From an optimization exercise on the open Yosys and OpenROAD flow, aimed at small area, a short achievable clock period and few clock cycles per item; shortcuts taken in it are not production practice. Only simulation tests tie the RTL to the original design; equivalence was not proved. No activity file was given, so power comes from the tool's default toggle rates.

## scheduled_led_soft_ramp_dimmer_core
module scheduled_led_soft_ramp_dimmer_core (
  input  logic                clk_i,
  input  logic                rst_ni,
  input  logic                cfg_we_i,
  input  logic [CfgIdxW-1:0]  cfg_idx_i,
  input  logic [CfgDataW-1:0] cfg_wdata_i,
  input  logic                in_valid_i,
  output logic                in_ready_o,
  input  logic [20:0]         in_data_i,
  output logic                out_valid_o,
  input  logic                out_ready_i,
  output logic [65:0]         out_data_o
);
Size in the first run: ~110 I/O pins, about 30000 um2 of cells after synthesis.
clock: 10.0 ns
lec_check: 0
cap_margin: 20
core_margin: 2
core_utilization: 40
slew_margin: 20
standard.sh (not shown) runs the stock make flow with config.mk's settings and CLKGATE_MAP_FILE= SYNTH_SCRIPT=/design/flow/synth_recipe.tcl, a recipe that flattens the netlist after the stock synthesis.
==> flow/flow/run.sh <==
#!/bin/bash
set -euo pipefail
bash standard.sh finish SETUP_SLACK_MARGIN=6 \
  'BUFFER_PORTS_ARGS=-buffer_cell sky130_fd_sc_hd__buf_1' > make.log 2>&1
The starting point finished with timing, DRC and antenna clean.
Testbench counts at the start, summed over its fixed seeds: cycles 4,549, items 3,822.
==> next run, changes <==
==> flow/flow/run.sh (replaced) <==
#!/bin/bash
set -euo pipefail
bash standard.sh finish SETUP_SLACK_MARGIN=6 \
  'BUFFER_PORTS_ARGS=-buffer_cell sky130_fd_sc_hd__buf_2' > make.log 2>&1
- CTS_BUF_LIST: default -> sky130_fd_sc_hd__clkbuf_4 sky130_fd_sc_hd__clkbuf_8
Outcome: Global-route usage rose by 0.16 points. Worst setup slack improved by 0.0070 ns. Total power rose slightly. Final area increases slightly. Area after synthesis is unchanged. Count of clock-buffer cells in the layout rises by 66. Utilization came out higher by 0.51 points. Register-to-register slack gains 0.05 ns. Routed wire length went up slightly.
==> next run, changes <==
--- a/flow/flow/run.sh
+++ b/flow/flow/run.sh
@@ -2,2 +2,4 @@
 set -euo pipefail
+bash standard.sh floorplan SETUP_SLACK_MARGIN=0 \
+  'BUFFER_PORTS_ARGS=-buffer_cell sky130_fd_sc_hd__buf_2' > make_floorplan.log 2>&1
 bash standard.sh finish SETUP_SLACK_MARGIN=6 \
- CTS_BUF_LIST: sky130_fd_sc_hd__clkbuf_4 sky130_fd_sc_hd__clkbuf_8 -> default
The changed run ran to the end with no violations.
Worst setup slack improves by 0.050 ns.
Cell area went down by 1.0%.
Synthesized area stays the same.
Hold slack improves by 0.015 ns.
Final cell count went down by 1.3%.
First-iteration DRC count went down by 1.1%.
Global-route usage went down by 0.82 points.
Die area does not change.
Utilization went down by 0.48 points.
Sequential share of layout area went up by 0.30 points.
Clock power went up by about 3%.
==> next run, changes <==
==> flow/flow/run.sh (replaced) <==
#!/bin/bash
set -euo pipefail
bash standard.sh finish SETUP_SLACK_MARGIN=6 > make.log 2>&1
Outcome: The changed run completed without violations. Cell count increases by 0.64%. Global-route usage rose by 0.63 points. Routed wire length is higher by 2.6%. Die area does not change. Power goes up by 4.3%.

== run a ==
Starting RTL as in the previous note.
clock: 10.0 ns
lec_check: 0
cap_margin: 5
core_margin: 2
core_utilization: 40
slew_margin: 5
==> flow/flow/run.sh <==
#!/bin/bash
set -euo pipefail
bash standard.sh finish SETUP_SLACK_MARGIN=6 \
  'BUFFER_PORTS_ARGS=-buffer_cell sky130_fd_sc_hd__buf_2' > make.log 2>&1
Run a | status: complete | timing, DRC, antenna: pass
Testbench counts of run a, summed over its fixed seeds: cycles 4,549, items 3,822.
Setup changes, run a to run b
Settings: CAP_MARGIN now 20, was 5; SLEW_MARGIN now 20, was 5.
Results
- Run a → run b: worst setup slack after layout held steady; first-pass GRT wire length held steady; area of all placed cells without fillers held steady; global routing usage on met3 held steady; synthesized cell count held steady.
- On post-detailed-routing wire length, run b and run a are basically level.
- There was hardly any difference in area growth from synthesis to layout between run a and run b.

Starting RTL as in the previous note.
## scheduled_led_soft_ramp_dimmer_core
module scheduled_led_soft_ramp_dimmer_core (
  input  logic                clk_i,
  input  logic                rst_ni,
  input  logic                cfg_we_i,
  input  logic [CfgIdxW-1:0]  cfg_idx_i,
  input  logic [CfgDataW-1:0] cfg_wdata_i,
  input  logic                in_valid_i,
  output logic                in_ready_o,
  input  logic [20:0]         in_data_i,
  output logic                out_valid_o,
  input  logic                out_ready_i,
  output logic [65:0]         out_data_o
);
==> flow/config.mk <==
export PLATFORM = sky130hd
export DESIGN_NAME = scheduled_led_soft_ramp_dimmer_core
export DESIGN_NICKNAME = scheduled_led_soft_ramp_dimmer_core
export VERILOG_FILES = /design/flow/design.v
export SDC_FILE = /design/flow/constraint.sdc
export NUM_CORES = 4
export LEC_CHECK = 0
export CAP_MARGIN = 20
export CORE_MARGIN = 2
export CORE_UTILIZATION = 40
export SLEW_MARGIN = 20
==> flow/constraint.sdc <==
create_clock -name core_clock -period 10.0 [get_ports {clk_i}]
set_input_delay 2.0000 -clock core_clock [delete_from_list [all_inputs] [get_ports {clk_i}]]
set_output_delay 2.0000 -clock core_clock [all_outputs]
set_load 0.01 [all_outputs]
==> flow/flow/run.sh <==
#!/bin/bash
set -euo pipefail
bash standard.sh floorplan SETUP_SLACK_MARGIN=3 \
  'BUFFER_PORTS_ARGS=-buffer_cell sky130_fd_sc_hd__buf_2' > make_floorplan.log 2>&1
bash standard.sh finish SETUP_SLACK_MARGIN=6 \
  'BUFFER_PORTS_ARGS=-buffer_cell sky130_fd_sc_hd__buf_2' > make.log 2>&1
The starting point produced a clean layout.
Testbench counts at the start, summed over its fixed seeds: cycles 4,549, items 3,822.
Then changed:
==> flow/flow/run.sh (replaced) <==
#!/bin/bash
set -euo pipefail
bash standard.sh finish SETUP_SLACK_MARGIN=6.25 \
  'BUFFER_PORTS_ARGS=-buffer_cell sky130_fd_sc_hd__buf_2' > make.log 2>&1
After rerunning: Wire length rose by 4.0%; hold slack gets worse by 0.0098 ns; sequential cell count stays the same; die area does not change.

## separate check: timing with driven ports
Ports are ideal in the flow. The routed layouts listed here were re-timed in OpenROAD. Step 1 sets driving cells, clkbuf_16 on the clock port and buf_2 on the other inputs (assumed; they add their load-dependent delay and slew). Step 2 times the ports against the registers' clock, not the clock port: input delays grow and output delays shrink by t, the midpoint of the rising clock arrivals with the driver on. Three values: ideal, step 1, step 2; two values: the first two.
| run | t, ns | slack for setup (ns) | pins driven straight from the clock port |
|---|---|---|---|
| the first run of note 1 | 0.665 | 5.998 / 5.998 / 5.471 | 1 |
| the second run of note 1 | 0.734 | 6.005 / 6.050 / 5.315 | 1 |
| the third run of note 1 | 0.663 | 6.055 / 6.055 / 5.391 | 1 |
| the fourth run of note 1 | 0.671 | 6.065 / 6.065 / 5.440 | 1 |
| run a | 0.668 | 6.068 / 6.079 / 5.443 | 1 |
| run b | 0.668 | 6.068 / 6.090 / 5.444 | 1 |
| the first run of note 3 | 0.663 | 6.055 / 6.055 / 5.391 | 1 |
| the second run of note 3 | 0.697 | 6.210 / 6.210 / 5.648 | 1 |
After both steps setup and hold are still met in every run listed. The setup slack of the second run of note 1, which loses most, moves by +0.045 ns with the drivers and by -0.690 ns with both steps.
